Context: an optimization exercise on an open-source flow, tuned for small area. The choices shown serve that exercise and are no tape-out recipe.
Function was checked by simulation only, so behaviour that the tests miss may differ from the original.

File: flow/run.sh
#!/bin/bash
# Standard ORFS flow (the standard.sh) with two layout options:
#  - port buffers of the smallest buffer cell
#  - CTS without dummy loads
set -euo pipefail
bash standard.sh \
  "BUFFER_PORTS_ARGS=-buffer_cell sky130_fd_sc_hd__buf_1" \
  "CTS_ARGS=-sink_clustering_enable -repair_clock_nets -sink_clustering_size 10 -sink_clustering_max_diameter 40 -buf_list sky130_fd_sc_hd__clkbuf_4 -dont_use_dummy_load" \
  finish > standard.log 2>&1
File: standard.sh
#!/bin/bash
# synth_recipe.tcl (not shown) runs the flow's synth.tcl, then flattens the netlist and writes it again
# the make line also repeats each setting of config.mk as NAME=value (left out here)
make -C /OpenROAD-flow-scripts/flow DESIGN_CONFIG=/design/flow/config.mk WORK_HOME=/design/flow/orfs CLKGATE_MAP_FILE= SYNTH_SCRIPT=/design/flow/synth_recipe.tcl "${@:-finish}"
File: config.mk
export PLATFORM = sky130hd
export DESIGN_NAME = neural_network
export DESIGN_NICKNAME = neural_network
export VERILOG_FILES = /design/flow/design.v
export SDC_FILE = /design/flow/constraint.sdc
export NUM_CORES = 4
export LEC_CHECK = 0
export CAP_MARGIN = 20
export CORE_MARGIN = 2
export CORE_UTILIZATION = 50
export PLACE_DENSITY = 0.7
export SLEW_MARGIN = 20
export SYNTH_HIERARCHICAL = 1
File: constraint.sdc
create_clock -name core_clock -period 10.0 [get_ports {clk}]
set_input_delay 2.0000 -clock core_clock [delete_from_list [all_inputs] [get_ports {clk}]]
set_output_delay 2.0000 -clock core_clock [all_outputs]
set_load 0.01 [all_outputs]
File: design.v
package nn_pkg;
    localparam int N_NEURONS = 4;
    localparam int N_INPUTS  = 4;
    localparam int DW        = 8;
    localparam int P_PER_NEURON = N_INPUTS + 2;
    localparam int P_BYTES      = N_NEURONS * P_PER_NEURON;
    typedef enum logic [1:0] {
        LOAD_X  = 2'd0,
        LOAD_P  = 2'd1,
        COMPUTE = 2'd2,
        DONE    = 2'd3
    } state_t;
endpackage
module nn_fa (
    input  logic a,
    input  logic b,
    input  logic c,
    output logic s,
    output logic co
);
    assign s  = a ^ b ^ c;
    assign co = (a & b) | (c & (a ^ b));
endmodule
module nn_mo3 (
    input  logic a,
    input  logic b,
    input  logic c,
    output logic m,
    output logic o
);
    assign m = (a & b) | (a & c) | (b & c);
    assign o = a | b | c;
endmodule
module nn_ha (
    input  logic a,
    input  logic b,
    output logic s,
    output logic co
);
    assign s  = a ^ b;
    assign co = a & b;
endmodule
module nn_neuron (
    input  logic [31:0] xn_flat,
    input  logic [31:0] wn_flat,
    input  logic [7:0]  b,
    input  logic [7:0]  thn,
    output logic        fire
);
    logic [31:0] x_flat, w_flat;
    assign x_flat = ~xn_flat;
    assign w_flat = ~wn_flat;
    logic [3:0] hi;
    generate
        for (genvar gi = 0; gi < 4; gi++) begin : g_hi
            logic [7:1] wsuf;
            assign wsuf[7] = w_flat[gi*8+7];
            for (genvar k = 6; k >= 1; k--) begin : g_suf
                assign wsuf[k] = wsuf[k+1] | w_flat[gi*8+k];
            end
            assign hi[gi] = (x_flat[gi*8+1] & wsuf[7]) | (x_flat[gi*8+2] & wsuf[6])
                          | (x_flat[gi*8+3] & wsuf[5]) | (x_flat[gi*8+4] & wsuf[4])
                          | (x_flat[gi*8+5] & wsuf[3]) | (x_flat[gi*8+6] & wsuf[2])
                          | (x_flat[gi*8+7] & wsuf[1]);
        end
    endgenerate
    logic pp1, pp2, pp3, pp4, pp5, pp6, pp7, pp8, pp9, pp10, pp11, pp12;
    logic pp13, pp14, pp15, pp16, pp17, pp18, pp19, pp20, pp21, q22, adj23, q24;
    logic pp25, pp26, pp27, pp28, pp29, pp30, pp31, pp32, pp33, pp34, pp35, pp36;
    logic pp37, pp38, pp39, pp40, pp41, pp42, pp43, pp44, pp45, q46, adj47, q48;
    logic pp49, pp50, pp51, pp52, pp53, pp54, pp55, pp56, pp57, pp58, pp59, pp60;
    logic pp61, pp62, pp63, pp64, pp65, pp66, pp67, pp68, pp69, q70, adj71, q72;
    logic pp73, pp74, pp75, pp76, pp77, pp78, pp79, pp80, pp81, pp82, pp83, pp84;
    logic pp85, pp86, pp87, pp88, pp89, pp90, pp91, pp92, pp93, q94, adj95, q96;
    logic c98, s97, c100, s99, c102, c104, s103, c106, s105, c108, s107, c110;
    logic s109, c112, s111, c114, c116, s115, c118, s117, c120, s119, c122, s121;
    logic c124, s123, c126, s125, c128, s127, c130, s129, c132, s131, c134, c136;
    logic s135, c138, s137, c140, s139, c142, s141, c144, s143, c146, s145, c148;
    logic s147, c150, s149, c152, s151, c154, s153, c156, s155, c158, s157, c160;
    logic s159, c162, c164, s163, c166, s165, c168, s167, c170, s169, c172, s171;
    logic c174, s173, c176, s175, c178, s177, c180, s179, c182, s181, c184, s183;
    logic c186, s185, c188, s187, c190, s189, c192, s191, c194, s193, c196, s195;
    logic c198, c200, s199, c202, s201, c204, s203, c206, s205, c208, s207, c210;
    logic s209, c212, s211, c214, s213, c216, s215, c218, s217, c220, s219, c222;
    logic s221, c224, s223, c226, s225, c228, s227, c230, s229, c232, s231, c234;
    logic s233, c236, s235, c238, s237, c240, s239, c242, c244, s243, c246, s245;
    logic c248, s247, c250, s249, c252, s251, c254, s253, c256, s255, c258, s257;
    logic c260, s259, c262, s261, c264, s263, c266, s265, c268, s267, c270, o271;
    logic m272, o273, m274, o275, m276, o277, m278, o279, m280, o281, m282, o283;
    logic m284, o285, m286, o287, m288, o289, m290;
    assign pp1 = ~(xn_flat[0] | wn_flat[0]);
    assign pp2 = ~(xn_flat[1] | wn_flat[0]);
    assign pp3 = ~(xn_flat[2] | wn_flat[0]);
    assign pp4 = ~(xn_flat[3] | wn_flat[0]);
    assign pp5 = ~(xn_flat[4] | wn_flat[0]);
    assign pp6 = ~(xn_flat[5] | wn_flat[0]);
    assign pp7 = ~(xn_flat[0] | wn_flat[1]);
    assign pp8 = ~(xn_flat[1] | wn_flat[1]);
    assign pp9 = ~(xn_flat[2] | wn_flat[1]);
    assign pp10 = ~(xn_flat[3] | wn_flat[1]);
    assign pp11 = ~(xn_flat[4] | wn_flat[1]);
    assign pp12 = ~(xn_flat[0] | wn_flat[2]);
    assign pp13 = ~(xn_flat[1] | wn_flat[2]);
    assign pp14 = ~(xn_flat[2] | wn_flat[2]);
    assign pp15 = ~(xn_flat[3] | wn_flat[2]);
    assign pp16 = ~(xn_flat[0] | wn_flat[3]);
    assign pp17 = ~(xn_flat[1] | wn_flat[3]);
    assign pp18 = ~(xn_flat[2] | wn_flat[3]);
    assign pp19 = ~(xn_flat[0] | wn_flat[4]);
    assign pp20 = ~(xn_flat[1] | wn_flat[4]);
    assign pp21 = ~(xn_flat[0] | wn_flat[5]);
    assign q22 = ~(xn_flat[6] | wn_flat[0]) | ~(xn_flat[5] | wn_flat[1]) | ~(xn_flat[4] | wn_flat[2]) | ~(xn_flat[3] | wn_flat[3]) | ~(xn_flat[2] | wn_flat[4]) | ~(xn_flat[1] | wn_flat[5]) | ~(xn_flat[0] | wn_flat[6]);
    assign adj23 = ~(xn_flat[6] | wn_flat[0] | xn_flat[5] | wn_flat[1]) | ~(xn_flat[5] | wn_flat[1] | xn_flat[4] | wn_flat[2]) | ~(xn_flat[4] | wn_flat[2] | xn_flat[3] | wn_flat[3]) | ~(xn_flat[3] | wn_flat[3] | xn_flat[2] | wn_flat[4]) | ~(xn_flat[2] | wn_flat[4] | xn_flat[1] | wn_flat[5]) | ~(xn_flat[1] | wn_flat[5] | xn_flat[0] | wn_flat[6]);
    assign q24 = ~(xn_flat[7] | wn_flat[0]) | ~(xn_flat[6] | wn_flat[1]) | ~(xn_flat[5] | wn_flat[2]) | ~(xn_flat[4] | wn_flat[3]) | ~(xn_flat[3] | wn_flat[4]) | ~(xn_flat[2] | wn_flat[5]) | ~(xn_flat[1] | wn_flat[6]) | ~(xn_flat[0] | wn_flat[7]);
    assign pp25 = ~(xn_flat[8] | wn_flat[8]);
    assign pp26 = ~(xn_flat[9] | wn_flat[8]);
    assign pp27 = ~(xn_flat[10] | wn_flat[8]);
    assign pp28 = ~(xn_flat[11] | wn_flat[8]);
    assign pp29 = ~(xn_flat[12] | wn_flat[8]);
    assign pp30 = ~(xn_flat[13] | wn_flat[8]);
    assign pp31 = ~(xn_flat[8] | wn_flat[9]);
    assign pp32 = ~(xn_flat[9] | wn_flat[9]);
    assign pp33 = ~(xn_flat[10] | wn_flat[9]);
    assign pp34 = ~(xn_flat[11] | wn_flat[9]);
    assign pp35 = ~(xn_flat[12] | wn_flat[9]);
    assign pp36 = ~(xn_flat[8] | wn_flat[10]);
    assign pp37 = ~(xn_flat[9] | wn_flat[10]);
    assign pp38 = ~(xn_flat[10] | wn_flat[10]);
    assign pp39 = ~(xn_flat[11] | wn_flat[10]);
    assign pp40 = ~(xn_flat[8] | wn_flat[11]);
    assign pp41 = ~(xn_flat[9] | wn_flat[11]);
    assign pp42 = ~(xn_flat[10] | wn_flat[11]);
    assign pp43 = ~(xn_flat[8] | wn_flat[12]);
    assign pp44 = ~(xn_flat[9] | wn_flat[12]);
    assign pp45 = ~(xn_flat[8] | wn_flat[13]);
    assign q46 = ~(xn_flat[14] | wn_flat[8]) | ~(xn_flat[13] | wn_flat[9]) | ~(xn_flat[12] | wn_flat[10]) | ~(xn_flat[11] | wn_flat[11]) | ~(xn_flat[10] | wn_flat[12]) | ~(xn_flat[9] | wn_flat[13]) | ~(xn_flat[8] | wn_flat[14]);
    assign adj47 = ~(xn_flat[14] | wn_flat[8] | xn_flat[13] | wn_flat[9]) | ~(xn_flat[13] | wn_flat[9] | xn_flat[12] | wn_flat[10]) | ~(xn_flat[12] | wn_flat[10] | xn_flat[11] | wn_flat[11]) | ~(xn_flat[11] | wn_flat[11] | xn_flat[10] | wn_flat[12]) | ~(xn_flat[10] | wn_flat[12] | xn_flat[9] | wn_flat[13]) | ~(xn_flat[9] | wn_flat[13] | xn_flat[8] | wn_flat[14]);
    assign q48 = ~(xn_flat[15] | wn_flat[8]) | ~(xn_flat[14] | wn_flat[9]) | ~(xn_flat[13] | wn_flat[10]) | ~(xn_flat[12] | wn_flat[11]) | ~(xn_flat[11] | wn_flat[12]) | ~(xn_flat[10] | wn_flat[13]) | ~(xn_flat[9] | wn_flat[14]) | ~(xn_flat[8] | wn_flat[15]);
    assign pp49 = ~(xn_flat[16] | wn_flat[16]);
    assign pp50 = ~(xn_flat[17] | wn_flat[16]);
    assign pp51 = ~(xn_flat[18] | wn_flat[16]);
    assign pp52 = ~(xn_flat[19] | wn_flat[16]);
    assign pp53 = ~(xn_flat[20] | wn_flat[16]);
    assign pp54 = ~(xn_flat[21] | wn_flat[16]);
    assign pp55 = ~(xn_flat[16] | wn_flat[17]);
    assign pp56 = ~(xn_flat[17] | wn_flat[17]);
    assign pp57 = ~(xn_flat[18] | wn_flat[17]);
    assign pp58 = ~(xn_flat[19] | wn_flat[17]);
    assign pp59 = ~(xn_flat[20] | wn_flat[17]);
    assign pp60 = ~(xn_flat[16] | wn_flat[18]);
    assign pp61 = ~(xn_flat[17] | wn_flat[18]);
    assign pp62 = ~(xn_flat[18] | wn_flat[18]);
    assign pp63 = ~(xn_flat[19] | wn_flat[18]);
    assign pp64 = ~(xn_flat[16] | wn_flat[19]);
    assign pp65 = ~(xn_flat[17] | wn_flat[19]);
    assign pp66 = ~(xn_flat[18] | wn_flat[19]);
    assign pp67 = ~(xn_flat[16] | wn_flat[20]);
    assign pp68 = ~(xn_flat[17] | wn_flat[20]);
    assign pp69 = ~(xn_flat[16] | wn_flat[21]);
    assign q70 = ~(xn_flat[22] | wn_flat[16]) | ~(xn_flat[21] | wn_flat[17]) | ~(xn_flat[20] | wn_flat[18]) | ~(xn_flat[19] | wn_flat[19]) | ~(xn_flat[18] | wn_flat[20]) | ~(xn_flat[17] | wn_flat[21]) | ~(xn_flat[16] | wn_flat[22]);
    assign adj71 = ~(xn_flat[22] | wn_flat[16] | xn_flat[21] | wn_flat[17]) | ~(xn_flat[21] | wn_flat[17] | xn_flat[20] | wn_flat[18]) | ~(xn_flat[20] | wn_flat[18] | xn_flat[19] | wn_flat[19]) | ~(xn_flat[19] | wn_flat[19] | xn_flat[18] | wn_flat[20]) | ~(xn_flat[18] | wn_flat[20] | xn_flat[17] | wn_flat[21]) | ~(xn_flat[17] | wn_flat[21] | xn_flat[16] | wn_flat[22]);
    assign q72 = ~(xn_flat[23] | wn_flat[16]) | ~(xn_flat[22] | wn_flat[17]) | ~(xn_flat[21] | wn_flat[18]) | ~(xn_flat[20] | wn_flat[19]) | ~(xn_flat[19] | wn_flat[20]) | ~(xn_flat[18] | wn_flat[21]) | ~(xn_flat[17] | wn_flat[22]) | ~(xn_flat[16] | wn_flat[23]);
    assign pp73 = ~(xn_flat[24] | wn_flat[24]);
    assign pp74 = ~(xn_flat[25] | wn_flat[24]);
    assign pp75 = ~(xn_flat[26] | wn_flat[24]);
    assign pp76 = ~(xn_flat[27] | wn_flat[24]);
    assign pp77 = ~(xn_flat[28] | wn_flat[24]);
    assign pp78 = ~(xn_flat[29] | wn_flat[24]);
    assign pp79 = ~(xn_flat[24] | wn_flat[25]);
    assign pp80 = ~(xn_flat[25] | wn_flat[25]);
    assign pp81 = ~(xn_flat[26] | wn_flat[25]);
    assign pp82 = ~(xn_flat[27] | wn_flat[25]);
    assign pp83 = ~(xn_flat[28] | wn_flat[25]);
    assign pp84 = ~(xn_flat[24] | wn_flat[26]);
    assign pp85 = ~(xn_flat[25] | wn_flat[26]);
    assign pp86 = ~(xn_flat[26] | wn_flat[26]);
    assign pp87 = ~(xn_flat[27] | wn_flat[26]);
    assign pp88 = ~(xn_flat[24] | wn_flat[27]);
    assign pp89 = ~(xn_flat[25] | wn_flat[27]);
    assign pp90 = ~(xn_flat[26] | wn_flat[27]);
    assign pp91 = ~(xn_flat[24] | wn_flat[28]);
    assign pp92 = ~(xn_flat[25] | wn_flat[28]);
    assign pp93 = ~(xn_flat[24] | wn_flat[29]);
    assign q94 = ~(xn_flat[30] | wn_flat[24]) | ~(xn_flat[29] | wn_flat[25]) | ~(xn_flat[28] | wn_flat[26]) | ~(xn_flat[27] | wn_flat[27]) | ~(xn_flat[26] | wn_flat[28]) | ~(xn_flat[25] | wn_flat[29]) | ~(xn_flat[24] | wn_flat[30]);
    assign adj95 = ~(xn_flat[30] | wn_flat[24] | xn_flat[29] | wn_flat[25]) | ~(xn_flat[29] | wn_flat[25] | xn_flat[28] | wn_flat[26]) | ~(xn_flat[28] | wn_flat[26] | xn_flat[27] | wn_flat[27]) | ~(xn_flat[27] | wn_flat[27] | xn_flat[26] | wn_flat[28]) | ~(xn_flat[26] | wn_flat[28] | xn_flat[25] | wn_flat[29]) | ~(xn_flat[25] | wn_flat[29] | xn_flat[24] | wn_flat[30]);
    assign q96 = ~(xn_flat[31] | wn_flat[24]) | ~(xn_flat[30] | wn_flat[25]) | ~(xn_flat[29] | wn_flat[26]) | ~(xn_flat[28] | wn_flat[27]) | ~(xn_flat[27] | wn_flat[28]) | ~(xn_flat[26] | wn_flat[29]) | ~(xn_flat[25] | wn_flat[30]) | ~(xn_flat[24] | wn_flat[31]);
    nn_fa u_s97 (.a(pp1), .b(pp25), .c(pp49), .s(s97), .co(c98));
    nn_fa u_s99 (.a(pp73), .b(b[0]), .c(thn[0]), .s(s99), .co(c100));
    assign c102 = s97 & s99;
    nn_fa u_s103 (.a(pp2), .b(pp7), .c(pp26), .s(s103), .co(c104));
    nn_fa u_s105 (.a(pp31), .b(pp50), .c(pp55), .s(s105), .co(c106));
    nn_fa u_s107 (.a(pp74), .b(pp79), .c(b[1]), .s(s107), .co(c108));
    nn_fa u_s109 (.a(thn[1]), .b(c98), .c(c100), .s(s109), .co(c110));
    nn_fa u_s111 (.a(s103), .b(s105), .c(s107), .s(s111), .co(c112));
    assign c114 = (c102 & s109) | (c102 & s111) | (s109 & s111);
    nn_fa u_s115 (.a(pp3), .b(pp8), .c(pp12), .s(s115), .co(c116));
    nn_fa u_s117 (.a(pp27), .b(pp32), .c(pp36), .s(s117), .co(c118));
    nn_fa u_s119 (.a(pp51), .b(pp56), .c(pp60), .s(s119), .co(c120));
    nn_fa u_s121 (.a(pp75), .b(pp80), .c(pp84), .s(s121), .co(c122));
    nn_fa u_s123 (.a(b[2]), .b(thn[2]), .c(c104), .s(s123), .co(c124));
    nn_fa u_s125 (.a(c106), .b(c108), .c(s115), .s(s125), .co(c126));
    nn_fa u_s127 (.a(s117), .b(s119), .c(s121), .s(s127), .co(c128));
    nn_fa u_s129 (.a(c110), .b(c112), .c(s123), .s(s129), .co(c130));
    nn_fa u_s131 (.a(s125), .b(s127), .c(c114), .s(s131), .co(c132));
    assign c134 = s129 & s131;
    nn_fa u_s135 (.a(pp4), .b(pp9), .c(pp13), .s(s135), .co(c136));
    nn_fa u_s137 (.a(pp16), .b(pp28), .c(pp33), .s(s137), .co(c138));
    nn_fa u_s139 (.a(pp37), .b(pp40), .c(pp52), .s(s139), .co(c140));
    nn_fa u_s141 (.a(pp57), .b(pp61), .c(pp64), .s(s141), .co(c142));
    nn_fa u_s143 (.a(pp76), .b(pp81), .c(pp85), .s(s143), .co(c144));
    nn_fa u_s145 (.a(pp88), .b(b[3]), .c(thn[3]), .s(s145), .co(c146));
    nn_fa u_s147 (.a(c116), .b(c118), .c(c120), .s(s147), .co(c148));
    nn_fa u_s149 (.a(c122), .b(s135), .c(s137), .s(s149), .co(c150));
    nn_fa u_s151 (.a(s139), .b(s141), .c(s143), .s(s151), .co(c152));
    nn_fa u_s153 (.a(s145), .b(c124), .c(c126), .s(s153), .co(c154));
    nn_fa u_s155 (.a(c128), .b(s147), .c(s149), .s(s155), .co(c156));
    nn_fa u_s157 (.a(s151), .b(c130), .c(s153), .s(s157), .co(c158));
    nn_fa u_s159 (.a(s155), .b(c132), .c(s157), .s(s159), .co(c160));
    assign c162 = c134 & s159;
    nn_fa u_s163 (.a(pp5), .b(pp10), .c(pp14), .s(s163), .co(c164));
    nn_fa u_s165 (.a(pp17), .b(pp19), .c(pp29), .s(s165), .co(c166));
    nn_fa u_s167 (.a(pp34), .b(pp38), .c(pp41), .s(s167), .co(c168));
    nn_fa u_s169 (.a(pp43), .b(pp53), .c(pp58), .s(s169), .co(c170));
    nn_fa u_s171 (.a(pp62), .b(pp65), .c(pp67), .s(s171), .co(c172));
    nn_fa u_s173 (.a(pp77), .b(pp82), .c(pp86), .s(s173), .co(c174));
    nn_fa u_s175 (.a(pp89), .b(pp91), .c(b[4]), .s(s175), .co(c176));
    nn_fa u_s177 (.a(thn[4]), .b(c136), .c(c138), .s(s177), .co(c178));
    nn_fa u_s179 (.a(c140), .b(c142), .c(c144), .s(s179), .co(c180));
    nn_fa u_s181 (.a(c146), .b(s163), .c(s165), .s(s181), .co(c182));
    nn_fa u_s183 (.a(s167), .b(s169), .c(s171), .s(s183), .co(c184));
    nn_fa u_s185 (.a(s173), .b(s175), .c(c148), .s(s185), .co(c186));
    nn_fa u_s187 (.a(c150), .b(c152), .c(s177), .s(s187), .co(c188));
    nn_fa u_s189 (.a(s179), .b(s181), .c(s183), .s(s189), .co(c190));
    nn_fa u_s191 (.a(c154), .b(c156), .c(s185), .s(s191), .co(c192));
    nn_fa u_s193 (.a(s187), .b(s189), .c(c158), .s(s193), .co(c194));
    nn_fa u_s195 (.a(s191), .b(c160), .c(s193), .s(s195), .co(c196));
    assign c198 = c162 & s195;
    nn_fa u_s199 (.a(pp6), .b(pp11), .c(pp15), .s(s199), .co(c200));
    nn_fa u_s201 (.a(pp18), .b(pp20), .c(pp21), .s(s201), .co(c202));
    nn_fa u_s203 (.a(pp30), .b(pp35), .c(pp39), .s(s203), .co(c204));
    nn_fa u_s205 (.a(pp42), .b(pp44), .c(pp45), .s(s205), .co(c206));
    nn_fa u_s207 (.a(pp54), .b(pp59), .c(pp63), .s(s207), .co(c208));
    nn_fa u_s209 (.a(pp66), .b(pp68), .c(pp69), .s(s209), .co(c210));
    nn_fa u_s211 (.a(pp78), .b(pp83), .c(pp87), .s(s211), .co(c212));
    nn_fa u_s213 (.a(pp90), .b(pp92), .c(pp93), .s(s213), .co(c214));
    nn_fa u_s215 (.a(b[5]), .b(thn[5]), .c(c164), .s(s215), .co(c216));
    nn_fa u_s217 (.a(c166), .b(c168), .c(c170), .s(s217), .co(c218));
    nn_fa u_s219 (.a(c172), .b(c174), .c(c176), .s(s219), .co(c220));
    nn_fa u_s221 (.a(s199), .b(s201), .c(s203), .s(s221), .co(c222));
    nn_fa u_s223 (.a(s205), .b(s207), .c(s209), .s(s223), .co(c224));
    nn_fa u_s225 (.a(s211), .b(s213), .c(c178), .s(s225), .co(c226));
    nn_fa u_s227 (.a(c180), .b(c182), .c(c184), .s(s227), .co(c228));
    nn_fa u_s229 (.a(s215), .b(s217), .c(s219), .s(s229), .co(c230));
    nn_fa u_s231 (.a(s221), .b(s223), .c(c186), .s(s231), .co(c232));
    nn_fa u_s233 (.a(c188), .b(c190), .c(s225), .s(s233), .co(c234));
    nn_fa u_s235 (.a(s227), .b(s229), .c(c192), .s(s235), .co(c236));
    nn_fa u_s237 (.a(s231), .b(s233), .c(c194), .s(s237), .co(c238));
    nn_fa u_s239 (.a(s235), .b(c196), .c(s237), .s(s239), .co(c240));
    assign c242 = c198 & s239;
    nn_fa u_s243 (.a(q22), .b(q46), .c(q70), .s(s243), .co(c244));
    nn_fa u_s245 (.a(q94), .b(b[6]), .c(thn[6]), .s(s245), .co(c246));
    nn_fa u_s247 (.a(c200), .b(c202), .c(c204), .s(s247), .co(c248));
    nn_fa u_s249 (.a(c206), .b(c208), .c(c210), .s(s249), .co(c250));
    nn_fa u_s251 (.a(c212), .b(c214), .c(s243), .s(s251), .co(c252));
    nn_fa u_s253 (.a(s245), .b(c216), .c(c218), .s(s253), .co(c254));
    nn_fa u_s255 (.a(c220), .b(c222), .c(c224), .s(s255), .co(c256));
    nn_fa u_s257 (.a(s247), .b(s249), .c(s251), .s(s257), .co(c258));
    nn_fa u_s259 (.a(c226), .b(c228), .c(c230), .s(s259), .co(c260));
    nn_fa u_s261 (.a(s253), .b(s255), .c(s257), .s(s261), .co(c262));
    nn_fa u_s263 (.a(c232), .b(c234), .c(s259), .s(s263), .co(c264));
    nn_fa u_s265 (.a(s261), .b(c236), .c(s263), .s(s265), .co(c266));
    nn_fa u_s267 (.a(c238), .b(s265), .c(c240), .s(s267), .co(c268));
    assign c270 = c242 & s267;
    nn_mo3 u_m272 (.a(q24), .b(q48), .c(q72), .m(m272), .o(o271));
    nn_mo3 u_m274 (.a(q96), .b(b[7]), .c(thn[7]), .m(m274), .o(o273));
    nn_mo3 u_m276 (.a(c244), .b(c246), .c(o271), .m(m276), .o(o275));
    nn_mo3 u_m278 (.a(o273), .b(c248), .c(c250), .m(m278), .o(o277));
    nn_mo3 u_m280 (.a(c252), .b(o275), .c(c254), .m(m280), .o(o279));
    nn_mo3 u_m282 (.a(c256), .b(c258), .c(o277), .m(m282), .o(o281));
    nn_mo3 u_m284 (.a(c260), .b(c262), .c(o279), .m(m284), .o(o283));
    nn_mo3 u_m286 (.a(o281), .b(c264), .c(o283), .m(m286), .o(o285));
    nn_mo3 u_m288 (.a(c266), .b(o285), .c(c268), .m(m288), .o(o287));
    assign m290 = c270 & o287;
    assign o289 = c270 | o287;
    assign fire = (|hi) | m272 | m274 | m276 | m278 | m280 | m282 | m284 | m286 | m288 | m290 | adj23 | adj47 | adj71 | adj95;
endmodule
module nn_half (
    input  logic [15:0] xn_flat,
    input  logic [15:0] wn_flat,
    input  logic [7:0]  e1,
    input  logic [7:0]  e2,
    output logic [7:0]  s,
    output logic        ge
);
    logic [15:0] x_flat, w_flat;
    assign x_flat = ~xn_flat;
    assign w_flat = ~wn_flat;
    logic [1:0] hi;
    generate
        for (genvar gi = 0; gi < 2; gi++) begin : g_hi
            logic [7:1] wsuf;
            assign wsuf[7] = w_flat[gi*8+7];
            for (genvar k = 6; k >= 1; k--) begin : g_suf
                assign wsuf[k] = wsuf[k+1] | w_flat[gi*8+k];
            end
            assign hi[gi] = (x_flat[gi*8+1] & wsuf[7]) | (x_flat[gi*8+2] & wsuf[6])
                          | (x_flat[gi*8+3] & wsuf[5]) | (x_flat[gi*8+4] & wsuf[4])
                          | (x_flat[gi*8+5] & wsuf[3]) | (x_flat[gi*8+6] & wsuf[2])
                          | (x_flat[gi*8+7] & wsuf[1]);
        end
    endgenerate
    logic pp1, pp2, pp3, pp4, pp5, pp6, pp7, pp8, pp9, pp10, pp11, pp12;
    logic pp13, pp14, pp15, pp16, pp17, pp18, pp19, pp20, pp21, q22, adj23, q24;
    logic pp25, pp26, pp27, pp28, pp29, pp30, pp31, pp32, pp33, pp34, pp35, pp36;
    logic pp37, pp38, pp39, pp40, pp41, pp42, pp43, pp44, pp45, q46, adj47, q48;
    logic c50, s49, c52, s51, c54, s53, c56, s55, c58, s57, c60, s59;
    logic c62, s61, c64, s63, c66, s65, c68, s67, c70, s69, c72, s71;
    logic c74, s73, c76, s75, c78, s77, c80, s79, c82, s81, c84, s83;
    logic c86, s85, c88, s87, c90, s89, c92, s91, c94, s93, c96, s95;
    logic c98, s97, c100, s99, c102, s101, c104, s103, c106, s105, c108, s107;
    logic c110, s109, c112, s111, c114, s113, c116, s115, c118, s117, c120, s119;
    logic c122, s121, c124, s123, c126, s125, c128, s127, c130, s129, c132, s131;
    logic c134, s133, c136, s135, c138, s137, c140, s139, c142, s141, c144, s143;
    logic c146, s145, c148, s147, c150, s149, c152, s151, c154, s153, c156, s155;
    logic c158, s157, c160, s159;
    assign pp1 = ~(xn_flat[0] | wn_flat[0]);
    assign pp2 = ~(xn_flat[1] | wn_flat[0]);
    assign pp3 = ~(xn_flat[2] | wn_flat[0]);
    assign pp4 = ~(xn_flat[3] | wn_flat[0]);
    assign pp5 = ~(xn_flat[4] | wn_flat[0]);
    assign pp6 = ~(xn_flat[5] | wn_flat[0]);
    assign pp7 = ~(xn_flat[0] | wn_flat[1]);
    assign pp8 = ~(xn_flat[1] | wn_flat[1]);
    assign pp9 = ~(xn_flat[2] | wn_flat[1]);
    assign pp10 = ~(xn_flat[3] | wn_flat[1]);
    assign pp11 = ~(xn_flat[4] | wn_flat[1]);
    assign pp12 = ~(xn_flat[0] | wn_flat[2]);
    assign pp13 = ~(xn_flat[1] | wn_flat[2]);
    assign pp14 = ~(xn_flat[2] | wn_flat[2]);
    assign pp15 = ~(xn_flat[3] | wn_flat[2]);
    assign pp16 = ~(xn_flat[0] | wn_flat[3]);
    assign pp17 = ~(xn_flat[1] | wn_flat[3]);
    assign pp18 = ~(xn_flat[2] | wn_flat[3]);
    assign pp19 = ~(xn_flat[0] | wn_flat[4]);
    assign pp20 = ~(xn_flat[1] | wn_flat[4]);
    assign pp21 = ~(xn_flat[0] | wn_flat[5]);
    assign q22 = ~(xn_flat[6] | wn_flat[0]) | ~(xn_flat[5] | wn_flat[1]) | ~(xn_flat[4] | wn_flat[2]) | ~(xn_flat[3] | wn_flat[3]) | ~(xn_flat[2] | wn_flat[4]) | ~(xn_flat[1] | wn_flat[5]) | ~(xn_flat[0] | wn_flat[6]);
    assign adj23 = ~(xn_flat[6] | wn_flat[0] | xn_flat[5] | wn_flat[1]) | ~(xn_flat[5] | wn_flat[1] | xn_flat[4] | wn_flat[2]) | ~(xn_flat[4] | wn_flat[2] | xn_flat[3] | wn_flat[3]) | ~(xn_flat[3] | wn_flat[3] | xn_flat[2] | wn_flat[4]) | ~(xn_flat[2] | wn_flat[4] | xn_flat[1] | wn_flat[5]) | ~(xn_flat[1] | wn_flat[5] | xn_flat[0] | wn_flat[6]);
    assign q24 = ~(xn_flat[7] | wn_flat[0]) | ~(xn_flat[6] | wn_flat[1]) | ~(xn_flat[5] | wn_flat[2]) | ~(xn_flat[4] | wn_flat[3]) | ~(xn_flat[3] | wn_flat[4]) | ~(xn_flat[2] | wn_flat[5]) | ~(xn_flat[1] | wn_flat[6]) | ~(xn_flat[0] | wn_flat[7]);
    assign pp25 = ~(xn_flat[8] | wn_flat[8]);
    assign pp26 = ~(xn_flat[9] | wn_flat[8]);
    assign pp27 = ~(xn_flat[10] | wn_flat[8]);
    assign pp28 = ~(xn_flat[11] | wn_flat[8]);
    assign pp29 = ~(xn_flat[12] | wn_flat[8]);
    assign pp30 = ~(xn_flat[13] | wn_flat[8]);
    assign pp31 = ~(xn_flat[8] | wn_flat[9]);
    assign pp32 = ~(xn_flat[9] | wn_flat[9]);
    assign pp33 = ~(xn_flat[10] | wn_flat[9]);
    assign pp34 = ~(xn_flat[11] | wn_flat[9]);
    assign pp35 = ~(xn_flat[12] | wn_flat[9]);
    assign pp36 = ~(xn_flat[8] | wn_flat[10]);
    assign pp37 = ~(xn_flat[9] | wn_flat[10]);
    assign pp38 = ~(xn_flat[10] | wn_flat[10]);
    assign pp39 = ~(xn_flat[11] | wn_flat[10]);
    assign pp40 = ~(xn_flat[8] | wn_flat[11]);
    assign pp41 = ~(xn_flat[9] | wn_flat[11]);
    assign pp42 = ~(xn_flat[10] | wn_flat[11]);
    assign pp43 = ~(xn_flat[8] | wn_flat[12]);
    assign pp44 = ~(xn_flat[9] | wn_flat[12]);
    assign pp45 = ~(xn_flat[8] | wn_flat[13]);
    assign q46 = ~(xn_flat[14] | wn_flat[8]) | ~(xn_flat[13] | wn_flat[9]) | ~(xn_flat[12] | wn_flat[10]) | ~(xn_flat[11] | wn_flat[11]) | ~(xn_flat[10] | wn_flat[12]) | ~(xn_flat[9] | wn_flat[13]) | ~(xn_flat[8] | wn_flat[14]);
    assign adj47 = ~(xn_flat[14] | wn_flat[8] | xn_flat[13] | wn_flat[9]) | ~(xn_flat[13] | wn_flat[9] | xn_flat[12] | wn_flat[10]) | ~(xn_flat[12] | wn_flat[10] | xn_flat[11] | wn_flat[11]) | ~(xn_flat[11] | wn_flat[11] | xn_flat[10] | wn_flat[12]) | ~(xn_flat[10] | wn_flat[12] | xn_flat[9] | wn_flat[13]) | ~(xn_flat[9] | wn_flat[13] | xn_flat[8] | wn_flat[14]);
    assign q48 = ~(xn_flat[15] | wn_flat[8]) | ~(xn_flat[14] | wn_flat[9]) | ~(xn_flat[13] | wn_flat[10]) | ~(xn_flat[12] | wn_flat[11]) | ~(xn_flat[11] | wn_flat[12]) | ~(xn_flat[10] | wn_flat[13]) | ~(xn_flat[9] | wn_flat[14]) | ~(xn_flat[8] | wn_flat[15]);
    nn_fa u_s49 (.a(pp1), .b(pp25), .c(e1[0]), .s(s49), .co(c50));
    nn_ha u_s51 (.a(e2[0]), .b(s49), .s(s51), .co(c52));
    nn_fa u_s53 (.a(pp2), .b(pp7), .c(pp26), .s(s53), .co(c54));
    nn_fa u_s55 (.a(pp31), .b(e1[1]), .c(e2[1]), .s(s55), .co(c56));
    nn_fa u_s57 (.a(c50), .b(s53), .c(s55), .s(s57), .co(c58));
    nn_ha u_s59 (.a(c52), .b(s57), .s(s59), .co(c60));
    nn_fa u_s61 (.a(pp3), .b(pp8), .c(pp12), .s(s61), .co(c62));
    nn_fa u_s63 (.a(pp27), .b(pp32), .c(pp36), .s(s63), .co(c64));
    nn_fa u_s65 (.a(e1[2]), .b(e2[2]), .c(c54), .s(s65), .co(c66));
    nn_fa u_s67 (.a(c56), .b(s61), .c(s63), .s(s67), .co(c68));
    nn_fa u_s69 (.a(c58), .b(s65), .c(s67), .s(s69), .co(c70));
    nn_ha u_s71 (.a(c60), .b(s69), .s(s71), .co(c72));
    nn_fa u_s73 (.a(pp4), .b(pp9), .c(pp13), .s(s73), .co(c74));
    nn_fa u_s75 (.a(pp16), .b(pp28), .c(pp33), .s(s75), .co(c76));
    nn_fa u_s77 (.a(pp37), .b(pp40), .c(e1[3]), .s(s77), .co(c78));
    nn_fa u_s79 (.a(e2[3]), .b(c62), .c(c64), .s(s79), .co(c80));
    nn_fa u_s81 (.a(s73), .b(s75), .c(s77), .s(s81), .co(c82));
    nn_fa u_s83 (.a(c66), .b(c68), .c(s79), .s(s83), .co(c84));
    nn_fa u_s85 (.a(s81), .b(c70), .c(s83), .s(s85), .co(c86));
    nn_ha u_s87 (.a(c72), .b(s85), .s(s87), .co(c88));
    nn_fa u_s89 (.a(pp5), .b(pp10), .c(pp14), .s(s89), .co(c90));
    nn_fa u_s91 (.a(pp17), .b(pp19), .c(pp29), .s(s91), .co(c92));
    nn_fa u_s93 (.a(pp34), .b(pp38), .c(pp41), .s(s93), .co(c94));
    nn_fa u_s95 (.a(pp43), .b(e1[4]), .c(e2[4]), .s(s95), .co(c96));
    nn_fa u_s97 (.a(c74), .b(c76), .c(c78), .s(s97), .co(c98));
    nn_fa u_s99 (.a(s89), .b(s91), .c(s93), .s(s99), .co(c100));
    nn_fa u_s101 (.a(s95), .b(c80), .c(c82), .s(s101), .co(c102));
    nn_fa u_s103 (.a(s97), .b(s99), .c(c84), .s(s103), .co(c104));
    nn_fa u_s105 (.a(s101), .b(c86), .c(s103), .s(s105), .co(c106));
    nn_ha u_s107 (.a(c88), .b(s105), .s(s107), .co(c108));
    nn_fa u_s109 (.a(pp6), .b(pp11), .c(pp15), .s(s109), .co(c110));
    nn_fa u_s111 (.a(pp18), .b(pp20), .c(pp21), .s(s111), .co(c112));
    nn_fa u_s113 (.a(pp30), .b(pp35), .c(pp39), .s(s113), .co(c114));
    nn_fa u_s115 (.a(pp42), .b(pp44), .c(pp45), .s(s115), .co(c116));
    nn_fa u_s117 (.a(e1[5]), .b(e2[5]), .c(c90), .s(s117), .co(c118));
    nn_fa u_s119 (.a(c92), .b(c94), .c(c96), .s(s119), .co(c120));
    nn_fa u_s121 (.a(s109), .b(s111), .c(s113), .s(s121), .co(c122));
    nn_fa u_s123 (.a(s115), .b(c98), .c(c100), .s(s123), .co(c124));
    nn_fa u_s125 (.a(s117), .b(s119), .c(s121), .s(s125), .co(c126));
    nn_fa u_s127 (.a(c102), .b(s123), .c(s125), .s(s127), .co(c128));
    nn_fa u_s129 (.a(c104), .b(s127), .c(c106), .s(s129), .co(c130));
    nn_ha u_s131 (.a(c108), .b(s129), .s(s131), .co(c132));
    nn_fa u_s133 (.a(q22), .b(q46), .c(e1[6]), .s(s133), .co(c134));
    nn_fa u_s135 (.a(e2[6]), .b(c110), .c(c112), .s(s135), .co(c136));
    nn_fa u_s137 (.a(c114), .b(c116), .c(s133), .s(s137), .co(c138));
    nn_fa u_s139 (.a(c118), .b(c120), .c(c122), .s(s139), .co(c140));
    nn_fa u_s141 (.a(s135), .b(s137), .c(c124), .s(s141), .co(c142));
    nn_fa u_s143 (.a(c126), .b(s139), .c(c128), .s(s143), .co(c144));
    nn_fa u_s145 (.a(s141), .b(s143), .c(c130), .s(s145), .co(c146));
    nn_ha u_s147 (.a(c132), .b(s145), .s(s147), .co(c148));
    nn_fa u_s149 (.a(q24), .b(q48), .c(e1[7]), .s(s149), .co(c150));
    nn_fa u_s151 (.a(e2[7]), .b(c134), .c(s149), .s(s151), .co(c152));
    nn_fa u_s153 (.a(c136), .b(c138), .c(s151), .s(s153), .co(c154));
    nn_fa u_s155 (.a(c140), .b(s153), .c(c142), .s(s155), .co(c156));
    nn_fa u_s157 (.a(c144), .b(s155), .c(c146), .s(s157), .co(c158));
    nn_ha u_s159 (.a(c148), .b(s157), .s(s159), .co(c160));
    assign s  = {s159, s147, s131, s107, s87, s71, s59, s51};
    assign ge = (|hi) | c150 | c152 | c154 | c156 | c158 | c160 | adj23 | adj47;
endmodule
module neural_network (
    input  logic        clk,
    input  logic        reset,
    input  logic        changes,
    input  logic [7:0]  data_in,
    output logic [7:0]  network_outputs
);
    nn_pkg::state_t state_reg;
    logic           changes_q_reg;
    logic [31:0]    xn_sr_reg;      
    logic [191:0]   p_sr_reg;
    logic [2:0]     x_cnt_reg;
    logic [4:0]     p_cnt_reg;
    logic           f3_q_reg;
    logic           f1_q_reg;
    logic [8:0]     h_q_reg;
    logic [3:0]     out_reg;
    logic chg_rise, in_p, in_c, shift_x, shift_p;
    assign chg_rise = changes & ~changes_q_reg;
    assign in_p     = (state_reg == nn_pkg::LOAD_P);
    assign in_c     = (state_reg == nn_pkg::COMPUTE);
    assign shift_x  = (state_reg == nn_pkg::LOAD_X) & ~changes;
    assign shift_p  = in_p & ~changes;
    function automatic logic gt_const(input logic [4:0] c, input int k);
        gt_const = 1'b0;
        for (int b = 0; b < 5; b++)
            gt_const = ((k >> b) & 1) ? (c[b] & gt_const) : (c[b] | gt_const);
    endfunction
    logic [23:0] p_ok;
    logic [3:0]  x_ok;
    generate
        for (genvar k = 0; k < 24; k++) begin : g_pok
            assign p_ok[k] = gt_const(p_cnt_reg, k);
        end
        for (genvar k = 0; k < 4; k++) begin : g_xok
            assign x_ok[k] = gt_const({2'b00, x_cnt_reg}, k);
        end
    endgenerate
    function automatic logic [7:0] lane(input int k);
        lane = p_sr_reg[k*8 +: 8];
    endfunction
    logic sa, sb, sc;
    assign sa = in_p & ~changes;
    assign sb = in_p &  changes;
    assign sc = in_c;
    logic [31:0] f_wn;
    logic [7:0]  f_b, f_th;
    logic        f_fire;
    generate
        for (genvar i = 0; i < 4; i++) begin : g_fw
            logic ma, mb, mc;
            assign ma = sa & x_ok[i] & p_ok[17+i];
            assign mb = sb & x_ok[i] & p_ok[6+i];
            assign mc = sc & x_ok[i] & p_ok[12+i];
            assign f_wn[i*8 +: 8] = ~((lane(17+i) & {8{ma}}) | (lane(6+i) & {8{mb}})
                                    | (lane(12+i) & {8{mc}}));
        end
    endgenerate
    assign f_b  = (lane(21) & {8{sa & p_ok[21]}}) | (lane(10) & {8{sb & p_ok[10]}})
                | (lane(16) & {8{sc & p_ok[16]}});
    assign f_th = (lane(22) & {8{sa & p_ok[22]}}) | (lane(11) & {8{sb & p_ok[11]}})
                | (lane(17) & {8{sc & p_ok[17]}});
    nn_neuron u_f (
        .xn_flat (xn_sr_reg),
        .wn_flat (f_wn),
        .b       (f_b),
        .thn     (~f_th),
        .fire   (f_fire)
    );
    logic [15:0] h_xn, h_wn;
    logic [7:0]  h_e1, h_e2, h_s;
    logic        h_ge;
    generate
        for (genvar i = 0; i < 2; i++) begin : g_hw
            logic m0, m1;
            assign m0 = ~in_c & x_ok[i]   & p_ok[i];
            assign m1 =  in_c & x_ok[i+2] & p_ok[i+2];
            assign h_wn[i*8 +: 8] = ~((lane(i) & {8{m0}}) | (lane(i+2) & {8{m1}}));
            assign h_xn[i*8 +: 8] = in_c ? xn_sr_reg[(i+2)*8 +: 8] : xn_sr_reg[i*8 +: 8];
        end
    endgenerate
    assign h_e1 = in_c ? h_q_reg[7:0] : (lane(4) & {8{p_ok[4]}});
    assign h_e2 = in_c ? 8'h00 : ~(lane(5) & {8{p_ok[5]}});
    nn_half u_h (
        .xn_flat (h_xn),
        .wn_flat (h_wn),
        .e1     (h_e1),
        .e2     (h_e2),
        .s      (h_s),
        .ge     (h_ge)
    );
    assign network_outputs = {4'b0000, out_reg};
    always_ff @(posedge clk) begin
        if (shift_x)
            xn_sr_reg <= {xn_sr_reg[23:0], ~data_in};
        if (shift_p) begin
            p_sr_reg <= {p_sr_reg[183:0], data_in};
            f3_q_reg <= f_fire;
        end
        f1_q_reg <= f_fire;
        h_q_reg  <= {h_ge, h_s};
    end
    always_ff @(posedge clk or posedge reset) begin
        if (reset) begin
            state_reg     <= nn_pkg::LOAD_X;
            changes_q_reg <= 1'b0;
            x_cnt_reg     <= '0;
            p_cnt_reg     <= '0;
            out_reg       <= '0;
        end else begin
            changes_q_reg <= changes;
            if (shift_x && x_cnt_reg != 3'd4)
                x_cnt_reg <= x_cnt_reg + 3'd1;
            if (shift_p && p_cnt_reg != 5'd24)
                p_cnt_reg <= p_cnt_reg + 5'd1;
            case (state_reg)
                nn_pkg::LOAD_X:  if (chg_rise) state_reg <= nn_pkg::LOAD_P;
                nn_pkg::LOAD_P:  if (chg_rise) state_reg <= nn_pkg::COMPUTE;
                nn_pkg::COMPUTE: begin
                    out_reg   <= {f3_q_reg, f_fire, f1_q_reg, h_q_reg[8] | h_ge};
                    state_reg <= nn_pkg::DONE;
                end
                default:         if (chg_rise) state_reg <= nn_pkg::LOAD_X;
            endcase
        end
    end
endmodule
==> summary.txt, run 1 <==
Status
  – Outcome: complete, no violations

Route
  – Initial DRC count: 1,175
  – Drt via density: 6.49
  – Drt total wl: 35,100 µm
  – DR pass1 iterations: 6
  – Routed wire per std cell: 26.4 µm
  – ANT nets after route: 0
  – Vias: 8,629
  – # DRC: 0

Floorplanning
  – Core Footprint: 0.0261 mm²
  – Die Area: 0.0280 mm²
  – IO Count: 19
  – Die Height: 167 µm
  – Initial core utilization: 51.1%
  – Row cnt: 59
  – Chip width: 167 µm

Synth
  – Async S/R FF share, synth: 6.20%
  – Synthesized cell area: 0.0134 mm²
  – Seq cells post-synth: 242
  – Post-synthesis cell count: 958
  – Sequential share of the synthesized area: 53.1%
  – Synth top area cells: edfxtp_1 (49%), fa_1 (19%), nor2_1 (4.6%)
  – Area leader, netlist: edfxtp_1
  – Top FF cell, synth: edfxtp_1
  – Yosys warns: 7
  – Post-synth EDFFs: 217
  – Synth unique cells: 61
  – Mapped Avg Cell Area: 13.9 µm²
  – Top-area cell type share of the netlist area: 48.8%

Timing
  – Tmin final: 8.78 ns
  – Worst slew margin: 19.1%
  – Worst Setup Slack, final: 1.22 ns
  – # setup viols final: 0
  – Fin crit share: 87.8%
  – Max Fclk: 114 MHz
  – Slew @ Worst Pin: 1.21 ns
  – Final Skew: 0.100 ns
  – Pins over their slew limit: 0
  – TNS Setup: 0 ns
  – Hold Vio Cnt, Final: 0
  – RSZ-0062 raised after global routing: false

Place
  – Setup slack at placement: 0.533 ns
  – HPWL Detailed: 26,400 µm
  – Port bufs: 14
  – GP Congestion: 1.00

Clocking
  – Setup bufs post-CTS: 0
  – Clock Sinks: 242
  – Inserted Clock Buffers: 35
  – CTS tree: yes
  – Clk Latency, worst-skew pair: 0.63 ns
  – Root Driver: clkbuf_4
  – Cts repair resizes: 0
  – Reg clk slew, reported paths: 0.10 ns
  – CTS H-tree lvls: 2
  – Longest Clk Path Bufs: 3
  – Hold_buf cts: 0

Final layout
  – Syn-to-layout area delta: 6.14%
  – Max FFs per register: 184
  – Share of layout cells above drive strength 1: 12.6%
  – Layout fillers: 2,200
  – Most frequent cells in the layout: edfxtp_1 (217), nor2_1 (164), fa_1 (128)
  – Nets: 1,153
  – Final core utilization: 54.2%
  – Most common cell after layout, fill and taps aside: edfxtp_1

Critical path
  – Data required, critical path: 10.51 ns
  – Worst R2R Setup Slack: 1.41 ns
  – Kind of end point of the critical path: flop
  – Arr. time, crit path: 9.29 ns
  – RR Endpoint: out_reg[0]
  – CP startpoint: changes
  – R2R cell count: 22
  – Critical path launch point type: primary input
  – Reg2reg start: p_cnt_reg[2]
  – WS Path Type: in -> reg
  – Crit Path Max Fanout: 8
  – Setup crit end: out_reg[2]

Global routing
  – Vias in the first global route: 8,952
  – Grt ovf: 0
  – Gr usage total: 26.0%
  – Largest net degree at the start of global routing: 150
  – First-pass GRT wire length: 53,900 µm
  – Antenna violations before repair: 1

Job
  – Max-capacitance violation count: 0

Hold path
  – Worst hold path type: reg -> reg
==> synthesized netlist by cell type (all sizes together), types with 7 or more instances <==
master and count:
a211oi 7, a21oi 30, a221o 8, a222oi 40
a22o 8, a22oi 22, a31oi 7, buf 30
clkbuf 30, dfrtp 15, dfxtp 10, edfxtp 217
fa 128, ha 19, inv 25, maj3 9
mux2 22, nand2 15, nand4 10, nor2 166
nor3 7, nor3b 9, o21ai 7, o22ai 48
or3 13, or4 10
==> critical path: stages <==
cell and delay (ns):
buf_1 0.20, nand3b_2 0.38, a211oi_2 0.53, a222oi_1 0.24, buf_4 0.22, nor2_1 0.13
fa_1 0.48, fa_1 0.49, fa_1 0.45, fa_1 0.48, fa_1 0.40, fa_1 0.43
fa_1 0.42, fa_1 0.39, maj3_1 0.37, or4_1 0.43, nor4_1 0.24, nand3_1 0.16
nor3_1 0.23, nand4_1 0.28, mux2_2 0.35
==> layout make-up <==
type | count | area [µm²] | area share (%)
Sequential cell | 242 | 7090 | 50.0
Antenna cell | 1 | 2.50 | 0.0177
Timing Repair Buffer | 57 | 400 | 2.82
Clock buffer | 35 | 263 | 1.85
Inverter | 25 | 93.8 | 0.662
Multi-Input combinational cell | 634 | 5900 | 41.6
Tap cell | 335 | 419 | 2.96
==> per-module statistics from Yosys, one instance, submodules excluded <==
module / cells inside / flops+latches / times used / cell area [µm²]
nn_fa: 1 / 0 / 128 / 20.0
nn_neuron: 220 / 0 / 1 / 1080
nn_mo3: 2 / 0 / 9 / 16.3
nn_half: 119 / 0 / 1 / 599
neural_network: 465 / 242 / 1 / 8870
nn_ha: 1 / 0 / 8 / 12.5
==> worst min path at each step <==
stage                             start  cells after the start       endpoint
after floorplan            p_sr_reg[80]                      0   p_sr_reg[88]
after global placement     p_sr_reg[86]                      0   p_sr_reg[94]
after detailed placement   p_sr_reg[87]                      0   p_sr_reg[95]
after CTS                 p_sr_reg[153]                      0  p_sr_reg[161]
after global routing      p_sr_reg[153]                      0  p_sr_reg[161]
final                     p_sr_reg[153]                      0  p_sr_reg[161]
==> through the flow <==
stage | instance area, µm² | hold slack, ns | std cells
after global routing | 14200 | 0.401 | 1329
after global placement | 13900 | 0.424 | 1292
after CTS | 14200 | 0.392 | 1327
final | 14200 | 0.391 | 1329
after floorplan | 13400 | 0.418 | 961
after detailed placement | 13900 | 0.432 | 1292
==> cells by family after synthesis <==
family                   synth area share (%)
buffers and inverters                    2.90
flip-flops                               53.1
multiplexers                             1.93
adder cells (fa/ha/maj)                  21.6
XOR/XNOR                                0.262
AND/OR/NAND/NOR                          9.18
AO/OA/AOI/OAI                            10.9
other                                  0.0281
==> per-layer routing <==
metal  GRT usage, %  routed length [µm]  vias to the layer above  share of wire [%]
met5              0                   0                        -                  0
met4           11.3                1490                        0                4.2
met3           5.81                3260                       89                9.3
met2           40.0               16000                      492                 46
met1           35.9               14300                     4363                 41
li1               -                   -                     3685                  -
==> run 2: changes to the inputs <==
==> flow/run.sh (replaced) <==
#!/bin/bash
# Standard ORFS flow (the standard.sh) with some layout options:
#  - timing-driven global placement keeps none of its resizer changes
#  - port buffers of the smallest buffer cell
#  - CTS without dummy loads
set -euo pipefail
bash standard.sh \
  GPL_KEEP_OVERFLOW=0 \
  "BUFFER_PORTS_ARGS=-buffer_cell sky130_fd_sc_hd__buf_1" \
  "CTS_ARGS=-sink_clustering_enable -repair_clock_nets -sink_clustering_size 10 -sink_clustering_max_diameter 40 -buf_list sky130_fd_sc_hd__clkbuf_4 -dont_use_dummy_load" \
  finish > standard.log 2>&1
--- a/config.mk
+++ b/config.mk
@@ -7,7 +7,7 @@
 export LEC_CHECK = 0
 export CAP_MARGIN = 20
 export CORE_MARGIN = 2
-export CORE_UTILIZATION = 50
+export CORE_UTILIZATION = 40
 export PLACE_DENSITY = 0.7
 export SLEW_MARGIN = 20
 export SYNTH_HIERARCHICAL = 1
==> summary.txt, run 2 <==
Status
  – Outcome: complete, no violations

Timing
  – Max Fclk: 110 MHz
  – Final Skew: 0.102 ns
  – Pins over their slew limit: 0
  – Fin crit share: 90.8%
  – Hold Vio Cnt, Final: 0
  – # setup viols final: 0
  – RSZ-0062 raised after global routing: false
  – TNS Setup: 0 ns
  – Worst slew margin: 23.1%
  – Hold Slack: 0.415 ns
  – Tmin final: 9.08 ns
  – Slew @ Worst Pin: 1.15 ns
  – Worst Setup Slack, final: 0.919 ns

Synth
  – Post-synth EDFFs: 217
  – Most frequent cell after synthesis: edfxtp_1
  – Top-area cell type share of the netlist area: 48.8%
  – Commonest cells post-synth: edfxtp_1 (217), nor2_1 (164), fa_1 (128)
  – Post-synthesis cell count: 958
  – Synth top area cells: edfxtp_1 (49%), fa_1 (19%), nor2_1 (4.6%)
  – Synthesized cell area: 0.0134 mm²
  – Top FF cell, synth: edfxtp_1
  – Async S/R FF share, synth: 6.20%
  – Yosys warns: 7
  – Area leader, netlist: edfxtp_1
  – Sequential share of the synthesized area: 53.1%
  – Seq cells post-synth: 242
  – Synth unique cells: 61
  – Mapped Avg Cell Area: 13.9 µm²

Place
  – Port bufs: 14
  – GP Congestion: 0.896
  – HPWL Detailed: 27,100 µm
  – Placed cell count: 1,382
  – Setup slack at placement: 0.285 ns
  – Placement Cell Area: 0.0140 mm²

Final layout
  – Sequential Area: 0.00709 mm²
  – Most frequent cells in the layout: edfxtp_1 (217), nor2_1 (164), fa_1 (128)
  – Max FFs per register: 184
  – Most common cell after layout, fill and taps aside: edfxtp_1
  – Nets: 1,136
  – Final cell count without fillers: 1,419
  – Design Area, Final: 0.0143 mm²
  – Multi-input gate area: 0.00590 mm²
  – Final core utilization: 43.6%
  – Layout fillers: 2,973
  – Share of layout cells above drive strength 1: 11.1%
  – Syn-to-layout area delta: 6.75%

Clocking
  – Cts repair resizes: 0
  – Clk Latency, worst-skew pair: 0.73 ns
  – Inserted Clock Buffers: 31
  – CTS tree: yes
  – Reg clk slew, reported paths: 0.10 ns
  – Longest Clk Path Bufs: 3
  – Hold_buf cts: 0
  – Setup bufs post-CTS: 0
  – Root Driver: clkbuf_4
  – CTS H-tree lvls: 1
  – Clock Sinks: 242

Route
  – Initial DRC count: 1,173
  – # DRC: 0
  – Drt via density: 6.11
  – Drt total wl: 35,300 µm
  – DR pass1 iterations: 6
  – ANT nets after route: 0
  – Routed wire per std cell: 24.9 µm
  – Vias: 8,669

Global routing
  – Grt ovf: 0
  – Antenna violations before repair: 1
  – First-pass GRT wire length: 54,100 µm
  – Largest net degree at the start of global routing: 36
  – Gr usage total: 20.4%
  – Vias in the first global route: 9,024

Floorplanning
  – IO Count: 19
  – Initial core utilization: 40.8%
  – Die Area: 0.0349 mm²
  – Row cnt: 66
  – Die Height: 187 µm
  – Core Footprint: 0.0327 mm²
  – Chip width: 187 µm

Critical path
  – Arr. time, crit path: 9.70 ns
  – Setup crit end: out_reg[2]
  – Critical path launch point type: primary input
  – Worst R2R Setup Slack: 1.32 ns
  – Crit Path Max Fanout: 12
  – CP startpoint: changes
  – WS Path Type: in -> reg
  – R2R cell count: 21
  – Data required, critical path: 10.62 ns
  – Kind of end point of the critical path: flop
  – Reg2reg start: p_cnt_reg[2]
  – RR Endpoint: out_reg[0]

Hold path
  – Worst hold path type: reg -> reg

Job
  – Max-capacitance violation count: 0
run 2: cell counts after synthesis:
No cell type changed its count.
run 2: cells by family (layout without fill, tap and decap cells):
family | after synthesis | count (layout) | synth area share, %
and+or+nand+nor | 257 | 257 | 9.18
DFF | 242 | 242 | 53.1
AOI/OAI and AO/OA | 190 | 190 | 10.9
adders and majority gates | 156 | 156 | 21.6
buffers and inverters | 85 | 100 | 2.90
muxes | 23 | 23 | 1.93
xor gates and xnor gates | 4 | 4 | 0.262
other | 1 | 5 | 0.0281
run 2: metal layers:
| metal | routed length [µm] | share of wire (%) | track usage (%) |
|---|---|---|---|
| met3 | 3610 | 10 | 4.02 |
| met2 | 16200 | 46 | 32.2 |
| met5 | 0 | 0 | 0 |
| met4 | 1450 | 4.1 | 8.15 |
| met1 | 14100 | 40 | 27.8 |
run 2: critical path: stages:
cell	delay, ns
buf_1	0.21
o211ai_2	0.36
nor2_1	0.30
a222oi_1	1.01
o22ai_1	0.25
nor2_1	0.13
or4b_2	0.63
fa_1	0.55
fa_1	0.44
fa_1	0.52
fa_1	0.44
fa_1	0.53
fa_1	0.43
maj3_1	0.37
or4_1	0.45
nor4_1	0.21
nand3_1	0.12
nor3_1	0.24
nand4_1	0.18
mux2_2	0.31
run 2: area by class of cell:
type                    count  share of cell area, %
diodes                      1                 0.0176
clock buffers              31                   1.63
inverters                  25                  0.658
multi-input cells         634                   41.4
flip-flops and latches    242                   49.7
well taps                 442                   3.88
repair buffers             44                   2.65
run 2: worst min-delay path by stage:
| stage | start | end | cells past startpoint |
|---|---|---|---|
| after floorplan | p_sr_reg[80] | p_sr_reg[88] | 0 |
| after global placement | p_sr_reg[87] | p_sr_reg[95] | 0 |
| after detailed placement | p_sr_reg[83] | p_sr_reg[91] | 0 |
| after CTS | p_sr_reg[61] | p_sr_reg[69] | 0 |
| after global routing | p_sr_reg[61] | p_sr_reg[69] | 0 |
| final | p_sr_reg[61] | p_sr_reg[69] | 0 |
run 2: modules after synthesis, one instance, submodules excluded:
module / area, µm² / cells inside
nn_mo3: 16.3 / 2
nn_neuron: 1080 / 220
nn_half: 599 / 119
neural_network: 8870 / 465
nn_fa: 20.0 / 1
nn_ha: 12.5 / 1
==> run 3: changes to the inputs <==
--- a/config.mk
+++ b/config.mk
@@ -5,9 +5,9 @@
 export SDC_FILE = /design/flow/constraint.sdc
 export NUM_CORES = 4
 export LEC_CHECK = 0
-export CAP_MARGIN = 20
+export CAP_MARGIN = 0
 export CORE_MARGIN = 2
 export CORE_UTILIZATION = 40
 export PLACE_DENSITY = 0.7
-export SLEW_MARGIN = 20
+export SLEW_MARGIN = 0
 export SYNTH_HIERARCHICAL = 1
==> summary.txt, run 3 <==
Status
  – Outcome: failed layout checks
  – Layout check failures: slew limit

Synth
  – Seq cells post-synth: 242
  – Top-area cell type share of the netlist area: 48.8%
  – Sequential share of the synthesized area: 53.1%
  – Yosys warns: 7
  – Async S/R FF share, synth: 6.20%
  – Area leader, netlist: edfxtp_1
  – Synth top area cells: edfxtp_1 (49%), fa_1 (19%), nor2_1 (4.6%)
  – Synth unique cells: 61
  – Post-synth EDFFs: 217
  – Synthesized cell area: 0.0134 mm²
  – Top FF cell, synth: edfxtp_1
  – Mapped Avg Cell Area: 13.9 µm²
  – Commonest cells post-synth: edfxtp_1 (217), nor2_1 (164), fa_1 (128)
  – Most frequent cell after synthesis: edfxtp_1
  – Post-synthesis cell count: 958

Floorplanning
  – Initial core utilization: 40.8%
  – Die Height: 187 µm
  – Core Footprint: 0.0327 mm²
  – IO Count: 19
  – Die Area: 0.0349 mm²
  – Chip width: 187 µm
  – Row cnt: 66

Route
  – DR pass1 iterations: 7
  – Routed wire per std cell: 25.1 µm
  – Drt via density: 6.09
  – ANT nets after route: 0
  – Drt total wl: 35,200 µm
  – Vias: 8,514
  – Initial DRC count: 1,240
  – # DRC: 0

Timing
  – Max Fclk: 107 MHz
  – RSZ-0062 raised after global routing: false
  – Tmin final: 9.32 ns
  – Fin crit share: 93.2%
  – TNS Setup: 0 ns
  – Pins over their slew limit: 7
  – Hold Vio Cnt, Final: 0
  – Final Skew: 0.132 ns
  – # setup viols final: 0
  – Slew @ Worst Pin: 1.54 ns
  – Worst slew margin: -2.75%

Final layout
  – Layout fillers: 2,960
  – Max FFs per register: 184
  – Most common cell after layout, fill and taps aside: edfxtp_1
  – Design Area, Final: 0.0141 mm²
  – Nets: 1,116
  – Syn-to-layout area delta: 5.36%
  – Share of layout cells above drive strength 1: 9.21%
  – Most frequent cells in the layout: edfxtp_1 (217), nor2_1 (164), fa_1 (128)

Clocking
  – Hold_buf cts: 0
  – Root Driver: clkbuf_4
  – CTS tree: yes
  – Clk Latency, worst-skew pair: 0.72 ns
  – Setup bufs post-CTS: 0
  – Longest Clk Path Bufs: 3
  – CTS H-tree lvls: 1
  – Reg clk slew, reported paths: 0.10 ns
  – Cts repair resizes: 0
  – Clock Sinks: 242
  – Inserted Clock Buffers: 30

Job
  – Max-capacitance violation count: 0

Global routing
  – Vias in the first global route: 8,877
  – Antenna violations before repair: 1
  – Met1 Track Usage GR: 28.2%
  – Grt ovf: 0
  – Busiest grt layer: met2
  – Largest net degree at the start of global routing: 39
  – Gr usage total: 20.3%
  – Met3 usage: 3.59%
  – First-pass GRT wire length: 54,100 µm
  – Met2 Use GR: 33.2%

Place
  – GP Congestion: 0.896
  – HPWL Detailed: 26,900 µm
  – Placement Cell Area: 0.0138 mm²
  – Port bufs: 14

Critical path
  – Kind of end point of the critical path: flop
  – Critical path launch point type: primary input
  – WS Path Type: in -> reg
  – Data required, critical path: 10.61 ns
  – Arr. time, crit path: 9.93 ns
  – R2R cell count: 18
  – Crit Path Max Fanout: 12

Hold path
  – WHS Path Cells: 0
  – Worst hold path type: reg -> reg
==> run 3: cells by family (layout without fill, tap and decap cells) <==
logic type      after synthesis  after routing  synth area share (%)
fa+ha+maj                   156            156                  21.6
xor+xnor                      4              4                 0.262
other cells                   1              5                0.0281
compound gates              190            190                  10.9
mux                          23             23                  1.93
buf+inv                      85             80                  2.90
simple gates                257            257                  9.18
flops                       242            242                  53.1
==> run 3: final timing paths <==
check | startpoint | end | slack, ns
max | changes | out_reg[2] | 0.68
min | p_sr_reg[53] | p_sr_reg[61] | 0.43
max reg2reg | p_cnt_reg[3] | out_reg[2] | 1.32
min reg2reg | p_sr_reg[53] | p_sr_reg[61] | 0.43
max in group asynchronous | reset | p_cnt_reg[4] | 8.16
min in group asynchronous | reset | out_reg[2] | 1.32
==> run 3: layout make-up <==
cell class                 instances  area (µm²)  share of cell area, %
tap                              442         553                   3.93
clock buffer                      30         225                   1.60
inverter                          25        93.8                  0.667
antenna                            1        2.50                 0.0178
timing repair buffer              25         200                   1.42
sequential                       242        7090                   50.4
multi-input combinational        634        5900                   42.0
==> run 3: per-layer routing <==
| metal | up-vias | wire, µm |
|---|---|---|
| met3 | 59 | 3240 |
| met1 | 4343 | 14400 |
| li1 | 3621 | - |
| met4 | 0 | 905 |
| met2 | 491 | 16700 |
| met5 | - | 0 |
==> run 3: worst max-delay path, cell delays in order <==
cell	delay [ns]
buf_1	0.21
o211ai_2	0.36
nor2_1	0.29
a222oi_1	1.29
nor2_1	0.15
or4b_2	0.76
fa_1	0.56
fa_1	0.44
fa_1	0.52
fa_1	0.44
fa_1	0.53
fa_1	0.43
maj3_1	0.37
or4_1	0.46
nor4_1	0.23
nand3_1	0.11
nor3_1	0.27
nand4_1	0.19
mux2_2	0.31
==> run 3: stage by stage <==
step	setup slack, ns	util [%]	instances	hold slack (ns)
after floorplan	1.69	-	961	0.418
after global placement	-0.0108	41.8	1357	0.421
after detailed placement	0.0620	42.3	1368	0.426
after CTS	0.837	43.0	1398	0.432
after global routing	0.361	43.0	1399	0.440
final	0.683	43.0	1399	0.427
==> run 3: per-module statistics from Yosys (local to each module, per instance) <==
module	area [µm²]	times used	flops+latches
nn_neuron	1080	1	0
nn_half	599	1	0
nn_mo3	16.3	9	0
nn_fa	20.0	128	0
neural_network	8870	1	242
nn_ha	12.5	8	0

==> what the ideal ports hide <==
In the flow no input, the clock included, has a driving cell. The finished layouts below were timed again as built, in two steps. Step 1: set_driving_cell puts a clkbuf_16 on clk and a buf_2 on each other input, an assumption about the parent block. Step 2 moves the port delays by t, midway between the first and last clock arrival at a register: inputs arrive t later, outputs are due t later. That takes back most of the time a late clock gives input paths. Three values: ideal, step 1, step 2; two values: the first two.
run	t (ns)	slack for setup (ns)	worst hold slack (ns)	worst register clock-pin slew, ns	worst data-port slew with drivers (ns)
run 1	0.631	1.225 / 1.247 / 0.616	0.391 / 0.391 / 0.391	0.10 / 0.10	0.03
run 2	0.722	0.919 / 0.944 / 0.222	0.415 / 0.415 / 0.415	0.11 / 0.11	0.05
run 3	0.700	0.683 / 0.710 / 0.010	0.427 / 0.427 / 0.427	0.11 / 0.11	0.05
For run 2, which loses most, drivers alone change the setup slack by +0.025 ns; drivers and shift together by -0.697 ns.
